This design comes from an exercise in tuning for small area on the open sky130 flow, not from production work. Only simulation tests tie the RTL to the original design; equivalence was not proved.

==> design.v <==
`default_nettype none
package pan_tilt_pkg;
	localparam int POS_W = 12;
	typedef logic [POS_W-1:0] pos_t;
	localparam int VEC_W = 18;
	typedef logic signed [VEC_W-1:0] vec_t;
	localparam int ANG_W = 16;
	typedef logic [ANG_W-1:0] ang_t;
	localparam ang_t HALF_TURN    = 16'd32768;
	localparam ang_t QUARTER_TURN = 16'd16384;
	localparam int N_STAGES = 14;
	localparam logic [N_STAGES*ANG_W-1:0] ATAN_TABLE = {
		16'd8192, 16'd4836, 16'd2555, 16'd1297,
		16'd651,  16'd326,  16'd163,  16'd81,
		16'd41,   16'd20,   16'd10,   16'd5,
		16'd3,    16'd1
	};
	localparam logic [15:0] CORDIC_GAIN = 16'd26981;
	localparam int GAIN_FRAC = 14;
	typedef logic [7:0] dmx_t;
	localparam int TILT_SHIFT = 6;
	localparam int LATENCY = 30;
endpackage
`default_nettype wire
`timescale 1ns/1ps
`default_nettype none
module add_rca #(
	parameter int W = 8
) (
	input  logic [W-1:0] a,
	input  logic [W-1:0] b,
	input  logic ci,
	output logic [W-1:0] s
);
	logic [W:0] c;
	assign c[0] = ci;
	for (genvar j = 0; j < W; j++) begin : g_bit
		assign s[j] = a[j] ^ b[j] ^ c[j];
		assign c[j+1] = (a[j] & b[j]) | (c[j] & (a[j] ^ b[j]));
	end
endmodule
module add_bk #(
	parameter int W = 8
) (
	input  logic [W-1:0] a,
	input  logic [W-1:0] b,
	input  logic ci,
	output logic [W-1:0] s
);
	localparam int LG = (W > 32) ? 6 : (W > 16) ? 5 : (W > 8) ? 4 : (W > 4) ? 3 : (W > 2) ? 2 : 1;
	logic [W-1:0] p, g, pp, gg;
	always_comb begin
		p = a ^ b;
		g = a & b;
		g[0] = g[0] | (p[0] & ci);
		pp = p;
		gg = g;
		for (int l = 0; (1 << l) < W; l++) begin
			for (int j = (2 << l) - 1; j < W; j += (2 << l)) begin
				gg[j] = gg[j] | (pp[j] & gg[j - (1 << l)]);
				pp[j] = pp[j] & pp[j - (1 << l)];
			end
		end
		for (int l = LG - 1; l >= 1; l--) begin
			for (int j = (3 << (l - 1)) - 1; j < W; j += (2 << (l - 1))) begin
				if (j - (1 << (l - 1)) >= 0 && ((j + 1) % (2 << (l - 1))) != 0) begin
					gg[j] = gg[j] | (pp[j] & gg[j - (1 << (l - 1))]);
					pp[j] = pp[j] & pp[j - (1 << (l - 1))];
				end
			end
		end
		s = p ^ {gg[W-2:0], ci};
	end
endmodule
module add_sk #(
	parameter int W = 8
) (
	input  logic [W-1:0] a,
	input  logic [W-1:0] b,
	input  logic ci,
	output logic [W-1:0] s
);
	logic [W-1:0] p, g, pp, gg;
	always_comb begin
		p = a ^ b;
		g = a & b;
		g[0] = g[0] | (p[0] & ci);
		pp = p;
		gg = g;
		for (int l = 0; (1 << l) < W; l++) begin
			for (int j = 0; j < W; j++) begin
				if ((j >> l) & 1) begin
					gg[j] = gg[j] | (pp[j] & gg[((j >> l) << l) - 1]);
					pp[j] = pp[j] & pp[((j >> l) << l) - 1];
				end
			end
		end
		s = p ^ {gg[W-2:0], ci};
	end
endmodule
`default_nettype wire
`timescale 1ns/1ps
`default_nettype none
module pan_tilt_top (
	input  logic clk,
	input  logic reset,
	input  logic in_valid,
	input  logic [11:0] x_com,
	input  logic [11:0] y_com,
	input  logic [11:0] x_light,
	input  logic [11:0] y_light,
	input  logic [11:0] height,
	output logic out_valid,
	output logic [7:0] pan,
	output logic [7:0] tilt
);
	logic [0:0] sf_s0;
	logic [11:0] px0_s0;
	logic [12:0] py0_s0;
	logic [12:0] dx_s0;
	logic [12:0] dy_s0;
	logic [11:0] height_r1;
	logic [0:0] sf_r1;
	logic [11:0] px0_r1;
	logic [12:0] py0_r1;
	logic [12:0] hs_s1;
	logic [26:0] hprod_s1;
	logic [0:0] pb0_s1;
	logic [12:0] px1_s1;
	logic [12:0] py1_s1;
	logic [0:0] pb1_s1;
	logic [12:0] px2_s1;
	logic [12:0] py2_s1;
	logic [0:0] sf_r2;
	logic [12:0] hs_r2;
	logic [0:0] pb0_r2;
	logic [0:0] pb1_r2;
	logic [12:0] px2_r2;
	logic [12:0] py2_r2;
	logic [0:0] pb2_s2;
	logic [13:0] px3_s2;
	logic [11:0] py3_s2;
	logic [0:0] pb3_s2;
	logic [13:0] px4_s2;
	logic [10:0] py4_s2;
	logic [0:0] sf_r3;
	logic [12:0] hs_r3;
	logic [0:0] pb0_r3;
	logic [0:0] pb1_r3;
	logic [0:0] pb2_r3;
	logic [0:0] pb3_r3;
	logic [13:0] px4_r3;
	logic [10:0] py4_r3;
	logic [0:0] pb4_s3;
	logic [13:0] px5_s3;
	logic [10:0] py5_s3;
	logic [0:0] pb5_s3;
	logic [13:0] px6_s3;
	logic [9:0] py6_s3;
	logic [0:0] sf_r4;
	logic [12:0] hs_r4;
	logic [0:0] pb0_r4;
	logic [0:0] pb1_r4;
	logic [0:0] pb2_r4;
	logic [0:0] pb3_r4;
	logic [0:0] pb4_r4;
	logic [0:0] pb5_r4;
	logic [13:0] px6_r4;
	logic [9:0] py6_r4;
	logic [0:0] pb6_s4;
	logic [13:0] px7_s4;
	logic [8:0] py7_s4;
	logic [0:0] pb7_s4;
	logic [13:0] px8_s4;
	logic [7:0] py8_s4;
	logic [0:0] pb8_s4;
	logic [6:0] py9_s4;
	logic [2:0] pa9_s4;
	logic [13:0] pX_s4;
	logic [0:0] sf_r5;
	logic [12:0] hs_r5;
	logic [0:0] pb0_r5;
	logic [0:0] pb1_r5;
	logic [0:0] pb2_r5;
	logic [0:0] pb3_r5;
	logic [0:0] pb4_r5;
	logic [0:0] pb5_r5;
	logic [0:0] pb6_r5;
	logic [0:0] pb7_r5;
	logic [0:0] pb8_r5;
	logic [6:0] py9_r5;
	logic [2:0] pa9_r5;
	logic [13:0] pX_r5;
	logic [0:0] pb9_s5;
	logic [5:0] py10_s5;
	logic [2:0] pa10_s5;
	logic pc9_s5;
	logic [3:0] plo9_s5;
	logic [0:0] pb10_s5;
	logic [4:0] py11_s5;
	logic [2:0] pa11_s5;
	logic pc10_s5;
	logic [3:0] plo10_s5;
	logic [0:0] pb11_s5;
	logic [4:0] py12_s5;
	logic [2:0] pa12_s5;
	logic pc11_s5;
	logic [3:0] plo11_s5;
	logic [0:0] sf_r6;
	logic [12:0] hs_r6;
	logic [0:0] pb0_r6;
	logic [0:0] pb1_r6;
	logic [0:0] pb2_r6;
	logic [0:0] pb3_r6;
	logic [0:0] pb4_r6;
	logic [0:0] pb5_r6;
	logic [0:0] pb6_r6;
	logic [0:0] pb7_r6;
	logic [0:0] pb8_r6;
	logic [13:0] pX_r6;
	logic [0:0] pb9_r6;
	logic [0:0] pb10_r6;
	logic [0:0] pb11_r6;
	logic [4:0] py12_r6;
	logic [2:0] pa12_r6;
	logic [0:0] pb12_s6;
	logic [3:0] py13_s6;
	logic [2:0] pa13_s6;
	logic pc12_s6;
	logic [3:0] plo12_s6;
	logic [0:0] pb13_s6;
	logic [2:0] pa14_s6;
	logic [13:0] px14_s6;
	logic [13:0] tx1_s6;
	logic [14:0] ty1_s6;
	logic [0:0] sf_r7;
	logic [0:0] pb0_r7;
	logic [0:0] pb1_r7;
	logic [0:0] pb2_r7;
	logic [0:0] pb3_r7;
	logic [0:0] pb4_r7;
	logic [0:0] pb5_r7;
	logic [0:0] pb6_r7;
	logic [0:0] pb7_r7;
	logic [0:0] pb8_r7;
	logic [0:0] pb9_r7;
	logic [0:0] pb10_r7;
	logic [0:0] pb11_r7;
	logic [0:0] pb12_r7;
	logic [0:0] pb13_r7;
	logic [13:0] tx1_r7;
	logic [14:0] ty1_r7;
	logic [7:0] pan_b_s7;
	logic pcsa_s7_1, pcsa_s7_2;
	logic pcsa_s7_3, pcsa_s7_4;
	logic pcsa_s7_5, pcsa_s7_6;
	logic pcsa_s7_7, pcsa_s7_8;
	logic pcsa_s7_9, pcsa_s7_10;
	logic pcsa_s7_11, pcsa_s7_12;
	logic pcsa_s7_13, pcsa_s7_14;
	logic pcsa_s7_15, pcsa_s7_16;
	logic pcsa_s7_17, pcsa_s7_18;
	logic pcsa_s7_19, pcsa_s7_20;
	logic pcsa_s7_21, pcsa_s7_22;
	logic pcsa_s7_23, pcsa_s7_24;
	logic pcsa_s7_25, pcsa_s7_26;
	logic pcsa_s7_27, pcsa_s7_28;
	logic pcsa_s7_29, pcsa_s7_30;
	logic pcsa_s7_31, pcsa_s7_32;
	logic pcsa_s7_33, pcsa_s7_34;
	logic pcsa_s7_35, pcsa_s7_36;
	logic pcsa_s7_37, pcsa_s7_38;
	logic pcsa_s7_39, pcsa_s7_40;
	logic pcsa_s7_41, pcsa_s7_42;
	logic pcsa_s7_43, pcsa_s7_44;
	logic pcsa_s7_45, pcsa_s7_46;
	logic pcsa_s7_47, pcsa_s7_48;
	logic pcsa_s7_49, pcsa_s7_50;
	logic pcsa_s7_51, pcsa_s7_52;
	logic pcsa_s7_53, pcsa_s7_54;
	logic pcsa_s7_55, pcsa_s7_56;
	logic pcsa_s7_57, pcsa_s7_58;
	logic pcsa_s7_59, pcsa_s7_60;
	logic pcsa_s7_61, pcsa_s7_62;
	logic pcsa_s7_63, pcsa_s7_64;
	logic pcsa_s7_65, pcsa_s7_66;
	logic pcsa_s7_67, pcsa_s7_68;
	logic pcsa_s7_69, pcsa_s7_70;
	logic pcsa_s7_71, pcsa_s7_72;
	logic pcsa_s7_73, pcsa_s7_74;
	logic pcsa_s7_75, pcsa_s7_76;
	logic pcsa_s7_77, pcsa_s7_78;
	logic pcsa_s7_79, pcsa_s7_80;
	logic pcsa_s7_81, pcsa_s7_82;
	logic pcsa_s7_83, pcsa_s7_84;
	logic [15:0] pcsa_s7_85, pcsa_s7_86, pcsa_s7_87;
	logic [0:0] tb1_s7;
	logic [14:0] tx2_s7;
	logic [13:0] ty2_s7;
	logic [0:0] tb2_s7;
	logic [14:0] tx3_s7;
	logic [12:0] ty3_s7;
	logic [7:0] pan_b_r8;
	logic [0:0] tb1_r8;
	logic [0:0] tb2_r8;
	logic [14:0] tx3_r8;
	logic [12:0] ty3_r8;
	logic [0:0] tb3_s8;
	logic [14:0] tx4_s8;
	logic [12:0] ty4_s8;
	logic [0:0] tb4_s8;
	logic [14:0] tx5_s8;
	logic [11:0] ty5_s8;
	logic [7:0] pan_b_r9;
	logic [0:0] tb1_r9;
	logic [0:0] tb2_r9;
	logic [0:0] tb3_r9;
	logic [0:0] tb4_r9;
	logic [14:0] tx5_r9;
	logic [11:0] ty5_r9;
	logic [0:0] tb5_s9;
	logic [14:0] tx6_s9;
	logic [10:0] ty6_s9;
	logic [0:0] tb6_s9;
	logic [14:0] tx7_s9;
	logic [9:0] ty7_s9;
	logic [7:0] pan_b_r10;
	logic [0:0] tb1_r10;
	logic [0:0] tb2_r10;
	logic [0:0] tb3_r10;
	logic [0:0] tb4_r10;
	logic [0:0] tb5_r10;
	logic [0:0] tb6_r10;
	logic [14:0] tx7_r10;
	logic [9:0] ty7_r10;
	logic [0:0] tb7_s10;
	logic [14:0] tx8_s10;
	logic [8:0] ty8_s10;
	logic [0:0] tb8_s10;
	logic [7:0] ty9_s10;
	logic [2:0] ta9_s10;
	logic [14:0] tX_s10;
	logic [7:0] pan_b_r11;
	logic [0:0] tb1_r11;
	logic [0:0] tb2_r11;
	logic [0:0] tb3_r11;
	logic [0:0] tb4_r11;
	logic [0:0] tb5_r11;
	logic [0:0] tb6_r11;
	logic [0:0] tb7_r11;
	logic [0:0] tb8_r11;
	logic [7:0] ty9_r11;
	logic [2:0] ta9_r11;
	logic [14:0] tX_r11;
	logic [15:0] tpart_s11;
	logic tpcsa_s11_1, tpcsa_s11_2;
	logic tpcsa_s11_3, tpcsa_s11_4;
	logic tpcsa_s11_5, tpcsa_s11_6;
	logic tpcsa_s11_7, tpcsa_s11_8;
	logic tpcsa_s11_9, tpcsa_s11_10;
	logic tpcsa_s11_11, tpcsa_s11_12;
	logic tpcsa_s11_13, tpcsa_s11_14;
	logic tpcsa_s11_15, tpcsa_s11_16;
	logic tpcsa_s11_17, tpcsa_s11_18;
	logic tpcsa_s11_19, tpcsa_s11_20;
	logic tpcsa_s11_21, tpcsa_s11_22;
	logic tpcsa_s11_23, tpcsa_s11_24;
	logic tpcsa_s11_25, tpcsa_s11_26;
	logic tpcsa_s11_27, tpcsa_s11_28;
	logic tpcsa_s11_29, tpcsa_s11_30;
	logic tpcsa_s11_31, tpcsa_s11_32;
	logic tpcsa_s11_33, tpcsa_s11_34;
	logic tpcsa_s11_35, tpcsa_s11_36;
	logic tpcsa_s11_37, tpcsa_s11_38;
	logic tpcsa_s11_39, tpcsa_s11_40;
	logic tpcsa_s11_41, tpcsa_s11_42;
	logic tpcsa_s11_43, tpcsa_s11_44;
	logic tpcsa_s11_45, tpcsa_s11_46;
	logic tpcsa_s11_47, tpcsa_s11_48;
	logic tpcsa_s11_49, tpcsa_s11_50;
	logic tpcsa_s11_51, tpcsa_s11_52;
	logic tpcsa_s11_53, tpcsa_s11_54;
	logic tpcsa_s11_55, tpcsa_s11_56;
	logic [15:0] tpcsa_s11_57, tpcsa_s11_58, tpcsa_s11_59;
	logic [0:0] tb9_s11;
	logic [6:0] ty10_s11;
	logic [2:0] ta10_s11;
	logic tc9_s11;
	logic [3:0] tlo9_s11;
	logic [0:0] tb10_s11;
	logic [5:0] ty11_s11;
	logic [2:0] ta11_s11;
	logic tc10_s11;
	logic [3:0] tlo10_s11;
	logic [0:0] tb11_s11;
	logic [4:0] ty12_s11;
	logic [2:0] ta12_s11;
	logic tc11_s11;
	logic [3:0] tlo11_s11;
	logic [0:0] tb12_s11;
	logic [4:0] ty13_s11;
	logic tc12_s11;
	logic [3:0] tlo12_s11;
	logic [7:0] pan_b_r12;
	logic [15:0] tpart_r12;
	logic [0:0] tb9_r12;
	logic [0:0] tb10_r12;
	logic [0:0] tb11_r12;
	logic [0:0] tb12_r12;
	logic [4:0] ty13_r12;
	logic [0:0] tb13_s12;
	logic [7:0] tilt_b_s12;
	logic tqcsa_s12_1, tqcsa_s12_2;
	logic tqcsa_s12_3, tqcsa_s12_4;
	logic tqcsa_s12_5, tqcsa_s12_6;
	logic [7:0] tqcsa_s12_7, tqcsa_s12_8, tqcsa_s12_9;
	logic [15:0] tsum_s12;
	logic [12:1] vld;
	assign dx_s0 = {1'b0, x_com} - {1'b0, x_light};
	assign dy_s0 = {1'b0, y_com} - {1'b0, y_light};
	assign sf_s0 = dx_s0[12];
	add_sk #(.W(12)) u_add1 (.a((dx_s0[11:0] ^ {12{dx_s0[12]}})), .b(12'd0), .ci(dx_s0[12]), .s(px0_s0));
	add_sk #(.W(13)) u_add2 (.a((dy_s0 ^ {13{dx_s0[12]}})), .b(13'd0), .ci(dx_s0[12]), .s(py0_s0));
	assign hprod_s1 = height_r1 * 15'd26981;
	assign hs_s1 = hprod_s1[26:14];
	assign pb0_s1 = ~py0_r1[12];
	add_sk #(.W(13)) u_add3 (.a({1'b0, px0_r1}), .b({1'b0, (py0_r1[11:0] ^ {12{py0_r1[12]}})}), .ci(py0_r1[12]), .s(px1_s1));
	add_sk #(.W(13)) u_add4 (.a(py0_r1), .b(({1'b0, px0_r1[11:0]} ^ {13{~py0_r1[12]}})), .ci(~py0_r1[12]), .s(py1_s1));
	assign pb1_s1 = ~py1_s1[12];
	add_sk #(.W(13)) u_add5 (.a(px1_s1), .b({2'b0, (py1_s1[11:1] ^ {11{py1_s1[12]}})}), .ci(py1_s1[12]), .s(px2_s1));
	add_sk #(.W(13)) u_add6 (.a(py1_s1), .b(({1'b0, px1_s1[12:1]} ^ {13{~py1_s1[12]}})), .ci(~py1_s1[12]), .s(py2_s1));
	assign pb2_s2 = ~py2_r2[12];
	add_sk #(.W(14)) u_add7 (.a({1'b0, px2_r2}), .b({4'b0, (py2_r2[11:2] ^ {10{py2_r2[12]}})}), .ci(py2_r2[12]), .s(px3_s2));
	add_sk #(.W(12)) u_add8 (.a(py2_r2[11:0]), .b(({1'b0, px2_r2[12:2]} ^ {12{~py2_r2[12]}})), .ci(~py2_r2[12]), .s(py3_s2));
	assign pb3_s2 = ~py3_s2[11];
	add_sk #(.W(14)) u_add9 (.a(px3_s2), .b({6'b0, (py3_s2[10:3] ^ {8{py3_s2[11]}})}), .ci(py3_s2[11]), .s(px4_s2));
	add_sk #(.W(11)) u_add10 (.a(py3_s2[10:0]), .b((px3_s2[13:3] ^ {11{~py3_s2[11]}})), .ci(~py3_s2[11]), .s(py4_s2));
	assign pb4_s3 = ~py4_r3[10];
	add_sk #(.W(14)) u_add11 (.a(px4_r3), .b({8'b0, (py4_r3[9:4] ^ {6{py4_r3[10]}})}), .ci(py4_r3[10]), .s(px5_s3));
	add_sk #(.W(11)) u_add12 (.a(py4_r3), .b(({1'b0, px4_r3[13:4]} ^ {11{~py4_r3[10]}})), .ci(~py4_r3[10]), .s(py5_s3));
	assign pb5_s3 = ~py5_s3[10];
	add_sk #(.W(14)) u_add13 (.a(px5_s3), .b({9'b0, (py5_s3[9:5] ^ {5{py5_s3[10]}})}), .ci(py5_s3[10]), .s(px6_s3));
	add_sk #(.W(10)) u_add14 (.a(py5_s3[9:0]), .b(({1'b0, px5_s3[13:5]} ^ {10{~py5_s3[10]}})), .ci(~py5_s3[10]), .s(py6_s3));
	assign pb6_s4 = ~py6_r4[9];
	add_sk #(.W(14)) u_add15 (.a(px6_r4), .b({11'b0, (py6_r4[8:6] ^ {3{py6_r4[9]}})}), .ci(py6_r4[9]), .s(px7_s4));
	add_sk #(.W(9)) u_add16 (.a(py6_r4[8:0]), .b(({1'b0, px6_r4[13:6]} ^ {9{~py6_r4[9]}})), .ci(~py6_r4[9]), .s(py7_s4));
	assign pb7_s4 = ~py7_s4[8];
	add_sk #(.W(14)) u_add17 (.a(px7_s4), .b({13'b0, (py7_s4[7:7] ^ {1{py7_s4[8]}})}), .ci(py7_s4[8]), .s(px8_s4));
	add_sk #(.W(8)) u_add18 (.a(py7_s4[7:0]), .b(({1'b0, px7_s4[13:7]} ^ {8{~py7_s4[8]}})), .ci(~py7_s4[8]), .s(py8_s4));
	assign pb8_s4 = ~py8_s4[7];
	assign pX_s4 = px8_s4;
	assign pa9_s4 = {2'b0, py8_s4[7]};
	add_sk #(.W(7)) u_add19 (.a(py8_s4[6:0]), .b(({1'b0, px8_s4[13:8]} ^ {7{~py8_s4[7]}})), .ci(~py8_s4[7]), .s(py9_s4));
	assign pb9_s5 = ~py9_r5[6];
	assign pa10_s5 = pa9_r5 + {2'b0, py9_r5[6]};
	assign plo9_s5 = {1'b0, pX_r5[2:0]} + {1'b0, pa9_r5};
	assign pc9_s5 = (&pX_r5[8:3]) & plo9_s5[3];
	add_sk #(.W(6)) u_add20 (.a(py9_r5[5:0]), .b(({1'b0, pX_r5[13:9]} ^ {6{~py9_r5[6]}})), .ci(~(pc9_s5 ^ py9_r5[6])), .s(py10_s5));
	assign pb10_s5 = ~py10_s5[5];
	assign pa11_s5 = pa10_s5 + {2'b0, py10_s5[5]};
	assign plo10_s5 = {1'b0, pX_r5[2:0]} + {1'b0, pa10_s5};
	assign pc10_s5 = (&pX_r5[9:3]) & plo10_s5[3];
	add_sk #(.W(5)) u_add21 (.a(py10_s5[4:0]), .b(({1'b0, pX_r5[13:10]} ^ {5{~py10_s5[5]}})), .ci(~(pc10_s5 ^ py10_s5[5])), .s(py11_s5));
	assign pb11_s5 = ~py11_s5[4];
	assign pa12_s5 = pa11_s5 + {2'b0, py11_s5[4]};
	assign plo11_s5 = {1'b0, pX_r5[2:0]} + {1'b0, pa11_s5};
	assign pc11_s5 = (&pX_r5[10:3]) & plo11_s5[3];
	add_sk #(.W(5)) u_add22 (.a(py11_s5), .b(({2'b0, pX_r5[13:11]} ^ {5{~py11_s5[4]}})), .ci(~(pc11_s5 ^ py11_s5[4])), .s(py12_s5));
	assign pb12_s6 = ~py12_r6[4];
	assign pa13_s6 = pa12_r6 + {2'b0, py12_r6[4]};
	assign plo12_s6 = {1'b0, pX_r6[2:0]} + {1'b0, pa12_r6};
	assign pc12_s6 = (&pX_r6[11:3]) & plo12_s6[3];
	add_sk #(.W(4)) u_add23 (.a(py12_r6[3:0]), .b(({2'b0, pX_r6[13:12]} ^ {4{~py12_r6[4]}})), .ci(~(pc12_s6 ^ py12_r6[4])), .s(py13_s6));
	assign pb13_s6 = ~py13_s6[3];
	assign pa14_s6 = pa13_s6 + {2'b0, py13_s6[3]};
	add_sk #(.W(14)) u_add24 (.a(pX_r6), .b({11'b0, pa14_s6}), .ci(1'b0), .s(px14_s6));
	add_sk #(.W(14)) u_add25 (.a(px14_s6), .b({1'b0, hs_r6}), .ci(1'b0), .s(tx1_s6));
	add_sk #(.W(15)) u_add26 (.a({1'b0, px14_s6}), .b(~{2'b0, hs_r6}), .ci(1'b1), .s(ty1_s6));
	assign pcsa_s7_1 = pb2_r7 ^ pb3_r7;
	assign pcsa_s7_2 = pb2_r7 & pb3_r7;
	assign pcsa_s7_3 = pcsa_s7_1 ^ pb4_r7 ^ pb6_r7;
	assign pcsa_s7_4 = (pcsa_s7_1 & pb4_r7) | (pcsa_s7_1 & pb6_r7) | (pb4_r7 & pb6_r7);
	assign pcsa_s7_5 = pb7_r7 ^ pb8_r7;
	assign pcsa_s7_6 = pb7_r7 & pb8_r7;
	assign pcsa_s7_7 = pcsa_s7_2 ^ pb2_r7 ^ pb4_r7;
	assign pcsa_s7_8 = (pcsa_s7_2 & pb2_r7) | (pcsa_s7_2 & pb4_r7) | (pb2_r7 & pb4_r7);
	assign pcsa_s7_9 = pb5_r7 ^ pb6_r7;
	assign pcsa_s7_10 = pb5_r7 & pb6_r7;
	assign pcsa_s7_11 = pb1_r7 ^ pb5_r7;
	assign pcsa_s7_12 = pb1_r7 & pb5_r7;
	assign pcsa_s7_13 = pcsa_s7_3 ^ pcsa_s7_5 ^ pb11_r7;
	assign pcsa_s7_14 = (pcsa_s7_3 & pcsa_s7_5) | (pcsa_s7_3 & pb11_r7) | (pcsa_s7_5 & pb11_r7);
	assign pcsa_s7_15 = pcsa_s7_4 ^ pcsa_s7_6 ^ pcsa_s7_7;
	assign pcsa_s7_16 = (pcsa_s7_4 & pcsa_s7_6) | (pcsa_s7_4 & pcsa_s7_7) | (pcsa_s7_6 & pcsa_s7_7);
	assign pcsa_s7_17 = pcsa_s7_9 ^ pb10_r7;
	assign pcsa_s7_18 = pcsa_s7_9 & pb10_r7;
	assign pcsa_s7_19 = pcsa_s7_8 ^ pcsa_s7_10 ^ pcsa_s7_11;
	assign pcsa_s7_20 = (pcsa_s7_8 & pcsa_s7_10) | (pcsa_s7_8 & pcsa_s7_11) | (pcsa_s7_10 & pcsa_s7_11);
	assign pcsa_s7_21 = pb9_r7 ^ pb11_r7 ^ 1'b1;
	assign pcsa_s7_22 = (pb9_r7 & pb11_r7) | (pb9_r7 & 1'b1) | (pb11_r7 & 1'b1);
	assign pcsa_s7_23 = pcsa_s7_12 ^ pb2_r7 ^ pb4_r7;
	assign pcsa_s7_24 = (pcsa_s7_12 & pb2_r7) | (pcsa_s7_12 & pb4_r7) | (pb2_r7 & pb4_r7);
	assign pcsa_s7_25 = pb8_r7 ^ pb10_r7 ^ 1'b1;
	assign pcsa_s7_26 = (pb8_r7 & pb10_r7) | (pb8_r7 & 1'b1) | (pb10_r7 & 1'b1);
	assign pcsa_s7_27 = pb2_r7 ^ pb3_r7 ^ pb7_r7;
	assign pcsa_s7_28 = (pb2_r7 & pb3_r7) | (pb2_r7 & pb7_r7) | (pb3_r7 & pb7_r7);
	assign pcsa_s7_29 = pb9_r7 ^ 1'b1;
	assign pcsa_s7_30 = pb9_r7 & 1'b1;
	assign pcsa_s7_31 = pb1_r7 ^ pb2_r7 ^ pb6_r7;
	assign pcsa_s7_32 = (pb1_r7 & pb2_r7) | (pb1_r7 & pb6_r7) | (pb2_r7 & pb6_r7);
	assign pcsa_s7_33 = pb8_r7 ^ 1'b1;
	assign pcsa_s7_34 = pb8_r7 & 1'b1;
	assign pcsa_s7_35 = pb1_r7 ^ pb2_r7 ^ pb5_r7;
	assign pcsa_s7_36 = (pb1_r7 & pb2_r7) | (pb1_r7 & pb5_r7) | (pb2_r7 & pb5_r7);
	assign pcsa_s7_37 = pb7_r7 ^ 1'b1;
	assign pcsa_s7_38 = pb7_r7 & 1'b1;
	assign pcsa_s7_39 = pb1_r7 ^ pb2_r7 ^ pb4_r7;
	assign pcsa_s7_40 = (pb1_r7 & pb2_r7) | (pb1_r7 & pb4_r7) | (pb2_r7 & pb4_r7);
	assign pcsa_s7_41 = pcsa_s7_13 ^ pb12_r7;
	assign pcsa_s7_42 = pcsa_s7_13 & pb12_r7;
	assign pcsa_s7_43 = pcsa_s7_14 ^ pcsa_s7_15 ^ pcsa_s7_17;
	assign pcsa_s7_44 = (pcsa_s7_14 & pcsa_s7_15) | (pcsa_s7_14 & pcsa_s7_17) | (pcsa_s7_15 & pcsa_s7_17);
	assign pcsa_s7_45 = pcsa_s7_16 ^ pcsa_s7_18 ^ pcsa_s7_19;
	assign pcsa_s7_46 = (pcsa_s7_16 & pcsa_s7_18) | (pcsa_s7_16 & pcsa_s7_19) | (pcsa_s7_18 & pcsa_s7_19);
	assign pcsa_s7_47 = pcsa_s7_20 ^ pcsa_s7_22 ^ pcsa_s7_23;
	assign pcsa_s7_48 = (pcsa_s7_20 & pcsa_s7_22) | (pcsa_s7_20 & pcsa_s7_23) | (pcsa_s7_22 & pcsa_s7_23);
	assign pcsa_s7_49 = pcsa_s7_24 ^ pcsa_s7_26 ^ pcsa_s7_27;
	assign pcsa_s7_50 = (pcsa_s7_24 & pcsa_s7_26) | (pcsa_s7_24 & pcsa_s7_27) | (pcsa_s7_26 & pcsa_s7_27);
	assign pcsa_s7_51 = pcsa_s7_28 ^ pcsa_s7_30 ^ pcsa_s7_31;
	assign pcsa_s7_52 = (pcsa_s7_28 & pcsa_s7_30) | (pcsa_s7_28 & pcsa_s7_31) | (pcsa_s7_30 & pcsa_s7_31);
	assign pcsa_s7_53 = pcsa_s7_32 ^ pcsa_s7_34 ^ pcsa_s7_35;
	assign pcsa_s7_54 = (pcsa_s7_32 & pcsa_s7_34) | (pcsa_s7_32 & pcsa_s7_35) | (pcsa_s7_34 & pcsa_s7_35);
	assign pcsa_s7_55 = pcsa_s7_36 ^ pcsa_s7_38 ^ pcsa_s7_39;
	assign pcsa_s7_56 = (pcsa_s7_36 & pcsa_s7_38) | (pcsa_s7_36 & pcsa_s7_39) | (pcsa_s7_38 & pcsa_s7_39);
	assign pcsa_s7_57 = pcsa_s7_40 ^ pb2_r7 ^ pb3_r7;
	assign pcsa_s7_58 = (pcsa_s7_40 & pb2_r7) | (pcsa_s7_40 & pb3_r7) | (pb2_r7 & pb3_r7);
	assign pcsa_s7_59 = pcsa_s7_41 ^ pb13_r7;
	assign pcsa_s7_60 = pcsa_s7_41 & pb13_r7;
	assign pcsa_s7_61 = pcsa_s7_42 ^ pcsa_s7_43 ^ pb12_r7;
	assign pcsa_s7_62 = (pcsa_s7_42 & pcsa_s7_43) | (pcsa_s7_42 & pb12_r7) | (pcsa_s7_43 & pb12_r7);
	assign pcsa_s7_63 = pcsa_s7_44 ^ pcsa_s7_45 ^ pcsa_s7_21;
	assign pcsa_s7_64 = (pcsa_s7_44 & pcsa_s7_45) | (pcsa_s7_44 & pcsa_s7_21) | (pcsa_s7_45 & pcsa_s7_21);
	assign pcsa_s7_65 = pcsa_s7_46 ^ pcsa_s7_47 ^ pcsa_s7_25;
	assign pcsa_s7_66 = (pcsa_s7_46 & pcsa_s7_47) | (pcsa_s7_46 & pcsa_s7_25) | (pcsa_s7_47 & pcsa_s7_25);
	assign pcsa_s7_67 = pcsa_s7_48 ^ pcsa_s7_49 ^ pcsa_s7_29;
	assign pcsa_s7_68 = (pcsa_s7_48 & pcsa_s7_49) | (pcsa_s7_48 & pcsa_s7_29) | (pcsa_s7_49 & pcsa_s7_29);
	assign pcsa_s7_69 = pcsa_s7_50 ^ pcsa_s7_51 ^ pcsa_s7_33;
	assign pcsa_s7_70 = (pcsa_s7_50 & pcsa_s7_51) | (pcsa_s7_50 & pcsa_s7_33) | (pcsa_s7_51 & pcsa_s7_33);
	assign pcsa_s7_71 = pcsa_s7_52 ^ pcsa_s7_53 ^ pcsa_s7_37;
	assign pcsa_s7_72 = (pcsa_s7_52 & pcsa_s7_53) | (pcsa_s7_52 & pcsa_s7_37) | (pcsa_s7_53 & pcsa_s7_37);
	assign pcsa_s7_73 = pcsa_s7_54 ^ pcsa_s7_55 ^ pb6_r7;
	assign pcsa_s7_74 = (pcsa_s7_54 & pcsa_s7_55) | (pcsa_s7_54 & pb6_r7) | (pcsa_s7_55 & pb6_r7);
	assign pcsa_s7_75 = pcsa_s7_56 ^ pcsa_s7_57 ^ pb5_r7;
	assign pcsa_s7_76 = (pcsa_s7_56 & pcsa_s7_57) | (pcsa_s7_56 & pb5_r7) | (pcsa_s7_57 & pb5_r7);
	assign pcsa_s7_77 = pcsa_s7_58 ^ pb1_r7 ^ pb4_r7;
	assign pcsa_s7_78 = (pcsa_s7_58 & pb1_r7) | (pcsa_s7_58 & pb4_r7) | (pb1_r7 & pb4_r7);
	assign pcsa_s7_79 = pb3_r7 ^ 1'b1;
	assign pcsa_s7_80 = pb3_r7 & 1'b1;
	assign pcsa_s7_81 = pb2_r7 ^ 1'b1;
	assign pcsa_s7_82 = pb2_r7 & 1'b1;
	assign pcsa_s7_83 = pb1_r7 ^ 1'b1;
	assign pcsa_s7_84 = pb1_r7 & 1'b1;
	assign pcsa_s7_85 = {1'b0, pcsa_s7_84, pcsa_s7_82, pcsa_s7_80, pcsa_s7_78, pcsa_s7_76, pcsa_s7_74, pcsa_s7_72, pcsa_s7_70, pcsa_s7_68, pcsa_s7_66, pcsa_s7_64, pcsa_s7_62, pcsa_s7_60, pcsa_s7_59, 1'b1};
	assign pcsa_s7_86 = {1'b0, pb0_r7, pcsa_s7_83, pcsa_s7_81, pcsa_s7_79, pcsa_s7_77, pcsa_s7_75, pcsa_s7_73, pcsa_s7_71, pcsa_s7_69, pcsa_s7_67, pcsa_s7_65, pcsa_s7_63, pcsa_s7_61, 1'b1, 1'b0};
	add_sk #(.W(16)) u_add27 (.a(pcsa_s7_85), .b(pcsa_s7_86), .ci(1'b0), .s(pcsa_s7_87));
	assign pan_b_s7 = {pcsa_s7_87[15] ^ sf_r7, pcsa_s7_87[14:8]};
	assign tb1_s7 = ~ty1_r7[14];
	add_sk #(.W(15)) u_add28 (.a({1'b0, tx1_r7}), .b({2'b0, (ty1_r7[13:1] ^ {13{ty1_r7[14]}})}), .ci(ty1_r7[14]), .s(tx2_s7));
	add_sk #(.W(14)) u_add29 (.a(ty1_r7[13:0]), .b(({1'b0, tx1_r7[13:1]} ^ {14{~ty1_r7[14]}})), .ci(~ty1_r7[14]), .s(ty2_s7));
	assign tb2_s7 = ~ty2_s7[13];
	add_sk #(.W(15)) u_add30 (.a(tx2_s7), .b({4'b0, (ty2_s7[12:2] ^ {11{ty2_s7[13]}})}), .ci(ty2_s7[13]), .s(tx3_s7));
	add_sk #(.W(13)) u_add31 (.a(ty2_s7[12:0]), .b((tx2_s7[14:2] ^ {13{~ty2_s7[13]}})), .ci(~ty2_s7[13]), .s(ty3_s7));
	assign tb3_s8 = ~ty3_r8[12];
	add_sk #(.W(15)) u_add32 (.a(tx3_r8), .b({6'b0, (ty3_r8[11:3] ^ {9{ty3_r8[12]}})}), .ci(ty3_r8[12]), .s(tx4_s8));
	add_sk #(.W(13)) u_add33 (.a(ty3_r8), .b(({1'b0, tx3_r8[14:3]} ^ {13{~ty3_r8[12]}})), .ci(~ty3_r8[12]), .s(ty4_s8));
	assign tb4_s8 = ~ty4_s8[12];
	add_sk #(.W(15)) u_add34 (.a(tx4_s8), .b({7'b0, (ty4_s8[11:4] ^ {8{ty4_s8[12]}})}), .ci(ty4_s8[12]), .s(tx5_s8));
	add_sk #(.W(12)) u_add35 (.a(ty4_s8[11:0]), .b(({1'b0, tx4_s8[14:4]} ^ {12{~ty4_s8[12]}})), .ci(~ty4_s8[12]), .s(ty5_s8));
	assign tb5_s9 = ~ty5_r9[11];
	add_sk #(.W(15)) u_add36 (.a(tx5_r9), .b({9'b0, (ty5_r9[10:5] ^ {6{ty5_r9[11]}})}), .ci(ty5_r9[11]), .s(tx6_s9));
	add_sk #(.W(11)) u_add37 (.a(ty5_r9[10:0]), .b(({1'b0, tx5_r9[14:5]} ^ {11{~ty5_r9[11]}})), .ci(~ty5_r9[11]), .s(ty6_s9));
	assign tb6_s9 = ~ty6_s9[10];
	add_sk #(.W(15)) u_add38 (.a(tx6_s9), .b({11'b0, (ty6_s9[9:6] ^ {4{ty6_s9[10]}})}), .ci(ty6_s9[10]), .s(tx7_s9));
	add_sk #(.W(10)) u_add39 (.a(ty6_s9[9:0]), .b(({1'b0, tx6_s9[14:6]} ^ {10{~ty6_s9[10]}})), .ci(~ty6_s9[10]), .s(ty7_s9));
	assign tb7_s10 = ~ty7_r10[9];
	add_sk #(.W(15)) u_add40 (.a(tx7_r10), .b({13'b0, (ty7_r10[8:7] ^ {2{ty7_r10[9]}})}), .ci(ty7_r10[9]), .s(tx8_s10));
	add_sk #(.W(9)) u_add41 (.a(ty7_r10[8:0]), .b(({1'b0, tx7_r10[14:7]} ^ {9{~ty7_r10[9]}})), .ci(~ty7_r10[9]), .s(ty8_s10));
	assign tb8_s10 = ~ty8_s10[8];
	assign tX_s10 = tx8_s10;
	assign ta9_s10 = {2'b0, ty8_s10[8]};
	add_sk #(.W(8)) u_add42 (.a(ty8_s10[7:0]), .b(({1'b0, tx8_s10[14:8]} ^ {8{~ty8_s10[8]}})), .ci(~ty8_s10[8]), .s(ty9_s10));
	assign tpcsa_s11_1 = tb2_r11 ^ tb3_r11;
	assign tpcsa_s11_2 = tb2_r11 & tb3_r11;
	assign tpcsa_s11_3 = tpcsa_s11_1 ^ tb4_r11 ^ tb6_r11;
	assign tpcsa_s11_4 = (tpcsa_s11_1 & tb4_r11) | (tpcsa_s11_1 & tb6_r11) | (tb4_r11 & tb6_r11);
	assign tpcsa_s11_5 = tpcsa_s11_2 ^ tb2_r11 ^ tb4_r11;
	assign tpcsa_s11_6 = (tpcsa_s11_2 & tb2_r11) | (tpcsa_s11_2 & tb4_r11) | (tb2_r11 & tb4_r11);
	assign tpcsa_s11_7 = tb1_r11 ^ tb2_r11;
	assign tpcsa_s11_8 = tb1_r11 & tb2_r11;
	assign tpcsa_s11_9 = tb1_r11 ^ tb2_r11 ^ tb5_r11;
	assign tpcsa_s11_10 = (tb1_r11 & tb2_r11) | (tb1_r11 & tb5_r11) | (tb2_r11 & tb5_r11);
	assign tpcsa_s11_11 = tb1_r11 ^ tb2_r11;
	assign tpcsa_s11_12 = tb1_r11 & tb2_r11;
	assign tpcsa_s11_13 = tpcsa_s11_3 ^ tb7_r11;
	assign tpcsa_s11_14 = tpcsa_s11_3 & tb7_r11;
	assign tpcsa_s11_15 = tpcsa_s11_4 ^ tpcsa_s11_5 ^ tb5_r11;
	assign tpcsa_s11_16 = (tpcsa_s11_4 & tpcsa_s11_5) | (tpcsa_s11_4 & tb5_r11) | (tpcsa_s11_5 & tb5_r11);
	assign tpcsa_s11_17 = tpcsa_s11_6 ^ tb1_r11 ^ tb5_r11;
	assign tpcsa_s11_18 = (tpcsa_s11_6 & tb1_r11) | (tpcsa_s11_6 & tb5_r11) | (tb1_r11 & tb5_r11);
	assign tpcsa_s11_19 = tb2_r11 ^ tb4_r11 ^ tb8_r11;
	assign tpcsa_s11_20 = (tb2_r11 & tb4_r11) | (tb2_r11 & tb8_r11) | (tb4_r11 & tb8_r11);
	assign tpcsa_s11_21 = tb2_r11 ^ tb3_r11 ^ tb7_r11;
	assign tpcsa_s11_22 = (tb2_r11 & tb3_r11) | (tb2_r11 & tb7_r11) | (tb3_r11 & tb7_r11);
	assign tpcsa_s11_23 = tpcsa_s11_7 ^ tb6_r11 ^ tb8_r11;
	assign tpcsa_s11_24 = (tpcsa_s11_7 & tb6_r11) | (tpcsa_s11_7 & tb8_r11) | (tb6_r11 & tb8_r11);
	assign tpcsa_s11_25 = tpcsa_s11_8 ^ tpcsa_s11_9 ^ tb7_r11;
	assign tpcsa_s11_26 = (tpcsa_s11_8 & tpcsa_s11_9) | (tpcsa_s11_8 & tb7_r11) | (tpcsa_s11_9 & tb7_r11);
	assign tpcsa_s11_27 = tpcsa_s11_10 ^ tpcsa_s11_11 ^ tb4_r11;
	assign tpcsa_s11_28 = (tpcsa_s11_10 & tpcsa_s11_11) | (tpcsa_s11_10 & tb4_r11) | (tpcsa_s11_11 & tb4_r11);
	assign tpcsa_s11_29 = tpcsa_s11_12 ^ tb2_r11 ^ tb3_r11;
	assign tpcsa_s11_30 = (tpcsa_s11_12 & tb2_r11) | (tpcsa_s11_12 & tb3_r11) | (tb2_r11 & tb3_r11);
	assign tpcsa_s11_31 = tpcsa_s11_13 ^ tb8_r11;
	assign tpcsa_s11_32 = tpcsa_s11_13 & tb8_r11;
	assign tpcsa_s11_33 = tpcsa_s11_14 ^ tpcsa_s11_15 ^ tb6_r11;
	assign tpcsa_s11_34 = (tpcsa_s11_14 & tpcsa_s11_15) | (tpcsa_s11_14 & tb6_r11) | (tpcsa_s11_15 & tb6_r11);
	assign tpcsa_s11_35 = tpcsa_s11_16 ^ tpcsa_s11_17 ^ 1'b1;
	assign tpcsa_s11_36 = (tpcsa_s11_16 & tpcsa_s11_17) | (tpcsa_s11_16 & 1'b1) | (tpcsa_s11_17 & 1'b1);
	assign tpcsa_s11_37 = tpcsa_s11_18 ^ tpcsa_s11_19 ^ 1'b1;
	assign tpcsa_s11_38 = (tpcsa_s11_18 & tpcsa_s11_19) | (tpcsa_s11_18 & 1'b1) | (tpcsa_s11_19 & 1'b1);
	assign tpcsa_s11_39 = tpcsa_s11_20 ^ tpcsa_s11_21 ^ 1'b1;
	assign tpcsa_s11_40 = (tpcsa_s11_20 & tpcsa_s11_21) | (tpcsa_s11_20 & 1'b1) | (tpcsa_s11_21 & 1'b1);
	assign tpcsa_s11_41 = tpcsa_s11_22 ^ tpcsa_s11_23 ^ 1'b1;
	assign tpcsa_s11_42 = (tpcsa_s11_22 & tpcsa_s11_23) | (tpcsa_s11_22 & 1'b1) | (tpcsa_s11_23 & 1'b1);
	assign tpcsa_s11_43 = tpcsa_s11_24 ^ tpcsa_s11_25 ^ 1'b1;
	assign tpcsa_s11_44 = (tpcsa_s11_24 & tpcsa_s11_25) | (tpcsa_s11_24 & 1'b1) | (tpcsa_s11_25 & 1'b1);
	assign tpcsa_s11_45 = tpcsa_s11_26 ^ tpcsa_s11_27 ^ tb6_r11;
	assign tpcsa_s11_46 = (tpcsa_s11_26 & tpcsa_s11_27) | (tpcsa_s11_26 & tb6_r11) | (tpcsa_s11_27 & tb6_r11);
	assign tpcsa_s11_47 = tpcsa_s11_28 ^ tpcsa_s11_29 ^ tb5_r11;
	assign tpcsa_s11_48 = (tpcsa_s11_28 & tpcsa_s11_29) | (tpcsa_s11_28 & tb5_r11) | (tpcsa_s11_29 & tb5_r11);
	assign tpcsa_s11_49 = tpcsa_s11_30 ^ tb1_r11 ^ tb4_r11;
	assign tpcsa_s11_50 = (tpcsa_s11_30 & tb1_r11) | (tpcsa_s11_30 & tb4_r11) | (tb1_r11 & tb4_r11);
	assign tpcsa_s11_51 = tb3_r11 ^ 1'b1;
	assign tpcsa_s11_52 = tb3_r11 & 1'b1;
	assign tpcsa_s11_53 = tb2_r11 ^ 1'b1;
	assign tpcsa_s11_54 = tb2_r11 & 1'b1;
	assign tpcsa_s11_55 = tb1_r11 ^ 1'b1;
	assign tpcsa_s11_56 = tb1_r11 & 1'b1;
	assign tpcsa_s11_57 = {1'b1, tpcsa_s11_56, tpcsa_s11_54, tpcsa_s11_52, tpcsa_s11_50, tpcsa_s11_48, tpcsa_s11_46, tpcsa_s11_44, tpcsa_s11_42, tpcsa_s11_40, tpcsa_s11_38, tpcsa_s11_36, tpcsa_s11_34, tpcsa_s11_32, tpcsa_s11_31, 1'b1};
	assign tpcsa_s11_58 = {1'b0, 1'b1, tpcsa_s11_55, tpcsa_s11_53, tpcsa_s11_51, tpcsa_s11_49, tpcsa_s11_47, tpcsa_s11_45, tpcsa_s11_43, tpcsa_s11_41, tpcsa_s11_39, tpcsa_s11_37, tpcsa_s11_35, tpcsa_s11_33, 1'b1, 1'b0};
	add_sk #(.W(16)) u_add43 (.a(tpcsa_s11_57), .b(tpcsa_s11_58), .ci(1'b0), .s(tpcsa_s11_59));
	assign tpart_s11 = tpcsa_s11_59;
	assign tb9_s11 = ~ty9_r11[7];
	assign ta10_s11 = ta9_r11 + {2'b0, ty9_r11[7]};
	assign tlo9_s11 = {1'b0, tX_r11[2:0]} + {1'b0, ta9_r11};
	assign tc9_s11 = (&tX_r11[8:3]) & tlo9_s11[3];
	add_sk #(.W(7)) u_add44 (.a(ty9_r11[6:0]), .b(({1'b0, tX_r11[14:9]} ^ {7{~ty9_r11[7]}})), .ci(~(tc9_s11 ^ ty9_r11[7])), .s(ty10_s11));
	assign tb10_s11 = ~ty10_s11[6];
	assign ta11_s11 = ta10_s11 + {2'b0, ty10_s11[6]};
	assign tlo10_s11 = {1'b0, tX_r11[2:0]} + {1'b0, ta10_s11};
	assign tc10_s11 = (&tX_r11[9:3]) & tlo10_s11[3];
	add_sk #(.W(6)) u_add45 (.a(ty10_s11[5:0]), .b(({1'b0, tX_r11[14:10]} ^ {6{~ty10_s11[6]}})), .ci(~(tc10_s11 ^ ty10_s11[6])), .s(ty11_s11));
	assign tb11_s11 = ~ty11_s11[5];
	assign ta12_s11 = ta11_s11 + {2'b0, ty11_s11[5]};
	assign tlo11_s11 = {1'b0, tX_r11[2:0]} + {1'b0, ta11_s11};
	assign tc11_s11 = (&tX_r11[10:3]) & tlo11_s11[3];
	add_sk #(.W(5)) u_add46 (.a(ty11_s11[4:0]), .b(({1'b0, tX_r11[14:11]} ^ {5{~ty11_s11[5]}})), .ci(~(tc11_s11 ^ ty11_s11[5])), .s(ty12_s11));
	assign tb12_s11 = ~ty12_s11[4];
	assign tlo12_s11 = {1'b0, tX_r11[2:0]} + {1'b0, ta12_s11};
	assign tc12_s11 = (&tX_r11[11:3]) & tlo12_s11[3];
	add_sk #(.W(5)) u_add47 (.a(ty12_s11), .b(({2'b0, tX_r11[14:12]} ^ {5{~ty12_s11[4]}})), .ci(~(tc12_s11 ^ ty12_s11[4])), .s(ty13_s11));
	assign tb13_s12 = ~ty13_r12[4];
	assign tqcsa_s12_1 = tb11_r12 ^ tb12_r12;
	assign tqcsa_s12_2 = tb11_r12 & tb12_r12;
	assign tqcsa_s12_3 = tb10_r12 ^ tb12_r12;
	assign tqcsa_s12_4 = tb10_r12 & tb12_r12;
	assign tqcsa_s12_5 = tb9_r12 ^ tb11_r12;
	assign tqcsa_s12_6 = tb9_r12 & tb11_r12;
	assign tqcsa_s12_7 = {1'b0, 1'b0, tb9_r12, tqcsa_s12_6, tqcsa_s12_4, tqcsa_s12_2, tqcsa_s12_1, 1'b0};
	assign tqcsa_s12_8 = {1'b0, 1'b0, 1'b0, tb10_r12, tqcsa_s12_5, tqcsa_s12_3, tb13_s12, 1'b0};
	add_sk #(.W(8)) u_add48 (.a(tqcsa_s12_7), .b(tqcsa_s12_8), .ci(1'b0), .s(tqcsa_s12_9));
	add_sk #(.W(16)) u_add49 (.a(tpart_r12), .b({8'b0, tqcsa_s12_9}), .ci(1'b0), .s(tsum_s12));
	assign tilt_b_s12 = tsum_s12[15] ? 8'd0 : tsum_s12[14] ? 8'd255 : tsum_s12[13:6];
	always_ff @(posedge clk) begin
		if (reset) vld <= '0;
		else vld <= {vld[11:1], in_valid};
	end
	always_ff @(posedge clk) begin
		height_r1 <= height;
		sf_r1 <= sf_s0;
		px0_r1 <= px0_s0;
		py0_r1 <= py0_s0;
		sf_r2 <= sf_r1;
		hs_r2 <= hs_s1;
		pb0_r2 <= pb0_s1;
		pb1_r2 <= pb1_s1;
		px2_r2 <= px2_s1;
		py2_r2 <= py2_s1;
		sf_r3 <= sf_r2;
		hs_r3 <= hs_r2;
		pb0_r3 <= pb0_r2;
		pb1_r3 <= pb1_r2;
		pb2_r3 <= pb2_s2;
		pb3_r3 <= pb3_s2;
		px4_r3 <= px4_s2;
		py4_r3 <= py4_s2;
		sf_r4 <= sf_r3;
		hs_r4 <= hs_r3;
		pb0_r4 <= pb0_r3;
		pb1_r4 <= pb1_r3;
		pb2_r4 <= pb2_r3;
		pb3_r4 <= pb3_r3;
		pb4_r4 <= pb4_s3;
		pb5_r4 <= pb5_s3;
		px6_r4 <= px6_s3;
		py6_r4 <= py6_s3;
		sf_r5 <= sf_r4;
		hs_r5 <= hs_r4;
		pb0_r5 <= pb0_r4;
		pb1_r5 <= pb1_r4;
		pb2_r5 <= pb2_r4;
		pb3_r5 <= pb3_r4;
		pb4_r5 <= pb4_r4;
		pb5_r5 <= pb5_r4;
		pb6_r5 <= pb6_s4;
		pb7_r5 <= pb7_s4;
		pb8_r5 <= pb8_s4;
		py9_r5 <= py9_s4;
		pa9_r5 <= pa9_s4;
		pX_r5 <= pX_s4;
		sf_r6 <= sf_r5;
		hs_r6 <= hs_r5;
		pb0_r6 <= pb0_r5;
		pb1_r6 <= pb1_r5;
		pb2_r6 <= pb2_r5;
		pb3_r6 <= pb3_r5;
		pb4_r6 <= pb4_r5;
		pb5_r6 <= pb5_r5;
		pb6_r6 <= pb6_r5;
		pb7_r6 <= pb7_r5;
		pb8_r6 <= pb8_r5;
		pX_r6 <= pX_r5;
		pb9_r6 <= pb9_s5;
		pb10_r6 <= pb10_s5;
		pb11_r6 <= pb11_s5;
		py12_r6 <= py12_s5;
		pa12_r6 <= pa12_s5;
		sf_r7 <= sf_r6;
		pb0_r7 <= pb0_r6;
		pb1_r7 <= pb1_r6;
		pb2_r7 <= pb2_r6;
		pb3_r7 <= pb3_r6;
		pb4_r7 <= pb4_r6;
		pb5_r7 <= pb5_r6;
		pb6_r7 <= pb6_r6;
		pb7_r7 <= pb7_r6;
		pb8_r7 <= pb8_r6;
		pb9_r7 <= pb9_r6;
		pb10_r7 <= pb10_r6;
		pb11_r7 <= pb11_r6;
		pb12_r7 <= pb12_s6;
		pb13_r7 <= pb13_s6;
		tx1_r7 <= tx1_s6;
		ty1_r7 <= ty1_s6;
		pan_b_r8 <= pan_b_s7;
		tb1_r8 <= tb1_s7;
		tb2_r8 <= tb2_s7;
		tx3_r8 <= tx3_s7;
		ty3_r8 <= ty3_s7;
		pan_b_r9 <= pan_b_r8;
		tb1_r9 <= tb1_r8;
		tb2_r9 <= tb2_r8;
		tb3_r9 <= tb3_s8;
		tb4_r9 <= tb4_s8;
		tx5_r9 <= tx5_s8;
		ty5_r9 <= ty5_s8;
		pan_b_r10 <= pan_b_r9;
		tb1_r10 <= tb1_r9;
		tb2_r10 <= tb2_r9;
		tb3_r10 <= tb3_r9;
		tb4_r10 <= tb4_r9;
		tb5_r10 <= tb5_s9;
		tb6_r10 <= tb6_s9;
		tx7_r10 <= tx7_s9;
		ty7_r10 <= ty7_s9;
		pan_b_r11 <= pan_b_r10;
		tb1_r11 <= tb1_r10;
		tb2_r11 <= tb2_r10;
		tb3_r11 <= tb3_r10;
		tb4_r11 <= tb4_r10;
		tb5_r11 <= tb5_r10;
		tb6_r11 <= tb6_r10;
		tb7_r11 <= tb7_s10;
		tb8_r11 <= tb8_s10;
		ty9_r11 <= ty9_s10;
		ta9_r11 <= ta9_s10;
		tX_r11 <= tX_s10;
		pan_b_r12 <= pan_b_r11;
		tpart_r12 <= tpart_s11;
		tb9_r12 <= tb9_s11;
		tb10_r12 <= tb10_s11;
		tb11_r12 <= tb11_s11;
		tb12_r12 <= tb12_s11;
		ty13_r12 <= ty13_s11;
	end
	assign out_valid = vld[12];
	assign pan = pan_b_r12;
	assign tilt = tilt_b_s12;
endmodule
`default_nettype wire
==> flow/run.sh <==
#!/bin/bash
set -euo pipefail
bash standard.sh ADDER_MAP_FILE= finish > flow_make.log 2>&1
==> standard.sh <==
#!/bin/bash
# synth_recipe.tcl (not shown) runs the flow's synth.tcl, then flattens the netlist and writes it again
# the make line also repeats each setting of config.mk as NAME=value (left out here)
make -C /OpenROAD-flow-scripts/flow DESIGN_CONFIG=/design/flow/config.mk WORK_HOME=/design/flow/orfs CLKGATE_MAP_FILE= SYNTH_SCRIPT=/design/flow/synth_recipe.tcl "${@:-finish}"
==> config.mk <==
export PLATFORM = sky130hd
export DESIGN_NAME = pan_tilt_top
export DESIGN_NICKNAME = pan_tilt_top
export VERILOG_FILES = /design/flow/design.v
export SDC_FILE = /design/flow/constraint.sdc
export NUM_CORES = 4
export LEC_CHECK = 0
export ABC_AREA = 1
export CAP_MARGIN = 20
export CORE_MARGIN = 2
export CORE_UTILIZATION = 40
export SLEW_MARGIN = 20
==> constraint.sdc <==
create_clock -name core_clock -period 5.0 [get_ports {clk}]
set_input_delay 1.0000 -clock core_clock [delete_from_list [all_inputs] [get_ports {clk}]]
set_output_delay 1.0000 -clock core_clock [all_outputs]
set_load 0.01 [all_outputs]
==> results of run 1 <==
-- repair_timing --
action                     CTS  global route
setup buffers               11             5
pin swaps                   15            16
setup endpoints to repair    8             9
gates resized for setup     75            44
-- per-layer routing --
layer  vias to the layer above  track usage, %
met2                       265            28.6
li1                      16800               -
met4                         0            4.17
met3                        98            1.89
met1                     12700            19.4
met5                         -               0
-- per-stage QoR --
step / utilization [%] / hold WS, ns / setup TNS [ns]
after floorplan: - / 0.310 / 0
after global placement: 43.0 / 0.310 / -1.72
after detailed placement: 43.0 / 0.312 / -1.67
after CTS: 45.6 / 0.319 / -1.01
after global routing: 45.8 / 0.322 / -2.28
final: 45.8 / 0.321 / -0.103
-- cell type report --
cell class | count | area, um2 | area share [%]
well taps | 1155 | 1450 | 3.62
multi-input cells | 4042 | 21900 | 54.8
clock buffers | 66 | 1510 | 3.79
clock inverters | 40 | 579 | 1.45
inverters | 856 | 3230 | 8.10
flip-flops and latches | 499 | 10000 | 25.1
repair buffers | 137 | 1240 | 3.12
-- placed cells by master, fill, tap and decap left out, types with 14 or more instances in the layout --
cell type	instances
nor3_1	14
xnor2_1	177
xor2_1	521
nor2_2	18
a31oi_1	21
nand3_1	327
nand4_1	26
inv_1	811
a21oi_1	108
o21ai_1	36
o21ai_0	93
nand3_2	28
inv_2	29
buf_4	54
or2_2	130
nand3b_1	19
nand2_4	18
nand2_2	120
or2_1	38
dfxtp_1	496
nor2_1	450
nand2_1	1695
clkbuf_16	57
clkdlybuf4s50_1	71
o21ai_2	20
-- logic make-up after synthesis --
kind of cell | after synthesis | synth area share, %
AOI/OAI and AO/OA | 371 | 6.37
adders and majority gates | 9 | 0.277
muxes | 2 | 0.0604
buffers and inverters | 904 | 10.1
and+or+nand+nor | 2946 | 36.7
DFF | 499 | 28.4
xor gates and xnor gates | 714 | 18.1
-- final timing paths --
check | start | to | slack (ns)
max reg2reg | ty5_r9[11] | tx7_r10[11] | 0.58
max | tb12_r12 | tilt[4] | -0.04
min | hs_r3[0] | hs_r4[0] | 0.32
min reg2reg | hs_r3[0] | hs_r4[0] | 0.32
-- worst max-delay path: cells and delay by family (launching register included) --
kind	cells	cell delay [ns]
buf+inv	10	0.83
simple gates	21	1.83
flops	1	0.36
compound gates	4	0.39
-- registers in the layout, summed over array words and instances (netlist names), 14 cells and up --
name and count:
pX_r5 14, pX_r6 14, px4_r3 14, px6_r4 14
tX_r11 15, tpart_r12 15, tx3_r8 15, tx5_r9 15
tx7_r10 15, ty1_r7 15
==> flow_summary.yaml, run 1 <==
run_status:
  status: "complete, but fails checks"
  violations: "setup timing"
logic_synthesis:
  avgSynthCellArea_um2: 6.47
  yosys-top-cells-count: "nand2_1 (1709), inv_1 (820), xor2_1 (521), dfxtp_1 (499), nor2_1 (458)"
  ys_seq_elements: 499
  synth_top_area_share_pct: 28.4
  yosysMostFrequentCell: "nand2_1"
  post_synth_num_cell_types: 85
  synth_edf_count: 0
  synth_top_flop_cell: "dfxtp_1"
  synth_area_leader_cell: "dfxtp_1"
  synth_fp_nets: 5508
  syn_area_mm2: 0.0352
  yosys-top-cells-area: "dfxtp_1 (28%), nand2_1 (18%), xor2_1 (13%)"
  async_reset_ff_share_pct: 0
  netlist_instances: 5445
  synth-seq-area-share_pct: 28.4
  yosysWarnings: 14
setup_path:
  end_kind: "primary output"
  cp_max_fo: 5
  arrival_ns: 4.04
  crit_type: "register to primary output"
  required_ns: 4.00
  startpoint_type: "register"
  reg2regPathDepth: 32
  cp_slowest_stage_delay_ns: 0.36
  slowest_stage: "dfxtp_4"
floorplan:
  io-pin-count: 80
  core_mm2: 0.0870
  fp.dieH_um: 301
  start_util_pct: 40.5
  num_rows: 108
  chipWidth_um: 301
  dieArea_mm2: 0.0904
placement:
  io_buffers: 79
  placed_area_mm2: 0.0374
  place_hpwl_um: 57500
  place.gp.congestion: 0.847
  pre_cts_slack_ns: -0.246
  place_inst: 6673
clocking:
  root_buffer: "clkbuf_16"
  clk_latency_ns: 0.62
  clk_path_buf_depth: 3
  tritoncts: "built"
  cts.sinks: 499
  htreeDepth: 2
  cts_hold_buf: 0
  clk_pin_slew_ns: 0.06
  cts_buffers: 57
route:
  drt_pass1_iterations: 5
  drcViolationCount: 0
  wl_met2_um: 32800
  detail_route.wl_per_cell_um: 10.3
  met3_length_um: 1850
  via_per_inst: 4.40
  ant_nets: 0
  top_layer_used: "met4"
  first_iter_violations: 990
  m1WireLength_um: 33800
  routed_wl_um: 69900
  routed-via-count: 29900
final_layout:
  n_antenna_cell: 0
  fill_cells: 8975
  final_nets: 5656
  stdcell_area_mm2: 0.0399
  instances_no_fill: 6795
  areaGrowthSynthToFinish_pct: 13.3
  layout-drive-gt1-share_pct: 11.0
global_routing:
  gr-total-overflow: 0
  grt_pass1_wl_um: 121000
  grt_use_total_pct: 15.7
  antenna_found_initial: 1
  grt_max_degree: 21
  grt_pass1_vias: 27900
hold_path:
  whs_path_depth: 0
  hold_class: "register to register"
timing:
  skew_ns: 0.0145
  setup_violations: 7
  finalHoldViolCount: 0
  post-route-period-util_pct: 101
  rsz0062_at_grt: "yes"
  maxSlewHeadroom_pct: 48.9
  worst_slew_pin_slew_ns: 0.765
  slew_viol_final: 0
  period_minus_slack_ns: 5.04
  setup_ws_ns: -0.0364
  fmax_ghz: 0.199
flow_run:
  maxCapViolations: 0
==> inputs of run 2 (changes only) <==
==> run.sh (new file) <==
#!/bin/bash
# synth_recipe.tcl (not shown) runs the flow's synth.tcl, then flattens the netlist and writes it again
# the make line also repeats each setting of config.mk as NAME=value (left out here)
make -C /OpenROAD-flow-scripts/flow DESIGN_CONFIG=/design/flow/config.mk WORK_HOME=/design/flow/orfs CLKGATE_MAP_FILE= SYNTH_SCRIPT=/design/flow/synth_recipe.tcl finish
removed: flow/run.sh
removed: standard.sh
==> run 2 against run 1 <==
  * Still fails the layout checks on setup timing
  * Core utilization is 1.7 points higher
  * Register-to-register slack worse by 1.8 ns
  * Clock-buffer cell count is 4 higher
  * Largest cell class unchanged
  * Highest routed layer unchanged
  * Critical path depth is 4 higher
==> flow_summary.yaml, run 2 <==
timing:
  slew_viol_final: 0
  setup_violations: 2
  post-route-period-util_pct: 123
  rsz0062_at_grt: "yes"
  finalHoldViolCount: 0
  maxSlewHeadroom_pct: 62.5
  worst_slew_pin_slew_ns: 0.549
  skew_ns: 0.0367
  setup_ws_ns: -1.17
  tns_ns: -1.75
  period_minus_slack_ns: 6.17
  fmax_ghz: 0.162
global_routing:
  grt_max_degree: 28
  antenna_found_initial: 1
  grt_use_total_pct: 15.1
  gr-total-overflow: 0
  grt_pass1_wl_um: 114000
  grt_pass1_vias: 24300
logic_synthesis:
  avgSynthCellArea_um2: 8.99
  synth_fp_nets: 4686
  synth.mux.area_fraction_pct: 0.246
  post_synth_num_cell_types: 61
  synth_top_area_share_pct: 28.4
  yosys-top-cells-area: "dfxtp_1 (28%), ha_1 (17%), fa_1 (13%)"
  synth-xor-area-share_pct: 14.7
  ys_seq_elements: 499
  netlist_instances: 3912
  synth_top_family_by_area: "adder cells"
  synth_compound_area_share_pct: 5.24
  async_reset_ff_share_pct: 0
  yosysMostFrequentCell: "inv_1"
  synth-simple-area-share_pct: 12.9
  yosysWarnings: 14
  synth_area_leader_cell: "dfxtp_1"
  synthAdderAreaFrac_pct: 30.3
  syn_area_mm2: 0.0352
  yosys-top-cells-count: "inv_1 (721), nand2_1 (599), dfxtp_1 (499), ha_1 (478), xor2_1 (348)"
  synth_top_flop_cell: "dfxtp_1"
  synth_edf_count: 0
  synth-seq-area-share_pct: 28.4
placement:
  placed_area_mm2: 0.0384
  io_buffers: 79
  place.gp.congestion: 0.818
  place_inst: 5256
  place_hpwl_um: 55700
route:
  via_per_inst: 4.48
  detail_route.wl_per_cell_um: 12.4
  wl_met2_um: 31300
  routed_wl_um: 66800
  routed-via-count: 24100
  first_iter_violations: 653
  ant_nets: 0
  m1WireLength_um: 32100
  drt_pass1_iterations: 5
  top_layer_used: "met4"
  met3_length_um: 1650
  drcViolationCount: 0
setup_path:
  required_ns: 5.56
  end_kind: "register"
  cp_slowest_stage_delay_ns: 0.36
  startpoint_type: "register"
  crit_type: "register to register"
  path_common_cell: "fa_2"
  slowest_stage: "fa_2"
  arrival_ns: 6.74
  reg2regPathDepth: 39
  cp_max_fo: 4
final_layout:
  most-common-layout-cells: "inv_1 (707), nand2_1 (572), dfxtp_1 (479), ha_1 (465), xor2_1 (339)"
  layout-drive-gt1-share_pct: 12.1
  instances_no_fill: 5383
  fill_cells: 8232
  final_common_cell: "inv_1"
  n_antenna_cell: 0
  areaGrowthSynthToFinish_pct: 17.4
  final_nets: 4959
  stdcell_area_mm2: 0.0413
floorplan:
  fp.dieH_um: 300
  start_util_pct: 40.5
  num_rows: 108
  dieArea_mm2: 0.0903
  chipWidth_um: 300
  core_mm2: 0.0869
  io-pin-count: 80
hold_path:
  hold_class: "register to register"
  whs_path_depth: 0
flow_run:
  maxCapViolations: 0
clocking:
  htreeDepth: 2
  clk_latency_ns: 0.64
  clk_pin_slew_ns: 0.06
  tritoncts: "built"
  cts.sinks: 499
  clk_path_buf_depth: 3
  root_buffer: "clkbuf_16"
  cts_hold_buf: 0
  cts_buffers: 57
run_status:
  violations: "setup timing"
  status: "complete, but fails checks"
==> run 2: cell types whose count changed after synthesis, sizes merged, moves of 40 or more <==
cell / change
nand2: -1224
inv: -120
o21ai: -86
xor2: -181
or2: -156
nand3: -185
a21oi: +40
nor2: -332
ha: +478
fa: +233
xnor2: +44
==> run 2: per-layer routing <==
metal  track usage [%]  vias up
met5                 0        -
met4              4.06        0
met3              1.95       82
met2              25.8      189
met1              20.1    11100
li1                  -    12800
==> run 2: logic make-up after synthesis <==
kind of cell / after synthesis
flip-flops: 499
adder cells (fa/ha/maj): 711
multiplexers: 8
buffers and inverters: 759
AND/OR/NAND/NOR: 1038
XOR/XNOR: 577
AO/OA/AOI/OAI: 320
==> run 2: repair_timing <==
action	CTS	global route
resized for setup	46	150
pin swaps	15	54
endpoints found under the setup margin	16	48
endpoints found under the hold margin	0	0
setup buffers	8	19
==> run 2: worst max-delay path: cells and delay by family (launching register included) <==
kind | cells | cell delay (ns)
fa+ha+maj | 8 | 2.71
simple gates | 20 | 1.88
xor+xnor | 5 | 0.75
flops | 1 | 0.31
buf+inv | 4 | 0.27
compound gates | 2 | 0.16
==> run 2: through the flow <==
step                setup slack (ns)  hold slack (ns)  utilization, %
finish                         -1.17            0.303            47.5
detailed placement             -1.31            0.312            44.2
global placement               -1.18            0.310            44.2
global route                   -1.50            0.308            47.5
CTS                            -1.24            0.309            46.7
floorplan                      -1.09            0.310               -
==> run 2: cell type report <==
class                      count  area [um2]  share of cell area [%]
timing repair buffer         247        2040                    4.95
inverter                     726        2730                    6.61
multi-input combinational   2654       23000                    55.7
clock inverter                32         503                    1.22
clock buffer                  70        1560                    3.77
sequential                   499       10000                    24.3
tap                         1155        1450                    3.50
==> run 2: path summary, 6_finish.rpt <==
check / from / end / slack, ns
max reg2reg: tX_r11[4] / ty13_r12[4] / -1.17
max: tX_r11[4] / ty13_r12[4] / -1.17
min reg2reg: pb0_r3 / pb0_r4 / 0.30
min: pb0_r3 / pb0_r4 / 0.30

==> what the ideal ports hide <==
The flow's constraints put no driver on any port. The routed layouts listed below were extracted and timed again, unchanged, in two steps.
Step 1: set_driving_cell puts a clkbuf_16 on clk and a buf_2 on each other input, an assumption about the parent block.
Step 2 adds t to the input delays and takes it off the output delays; t is the mean of the earliest and latest rising clock arrival at the registers after step 1. Input paths then give back, and output paths get back, about the clock's delay inside the block.
a / b / c = ideal / step 1 / step 2; a / b = the first two.
run | shift t [ns] | slack for setup (ns) | worst hold slack (ns) | worst slew at a driven data input, ns
run 1 | 0.681 | -0.036 / -0.098 / 0.318 | 0.321 / 0.321 / 0.321 | 0.06
run 2 | 0.680 | -1.173 / -1.173 / -1.173 | 0.303 / 0.303 / 0.303 | 0.04
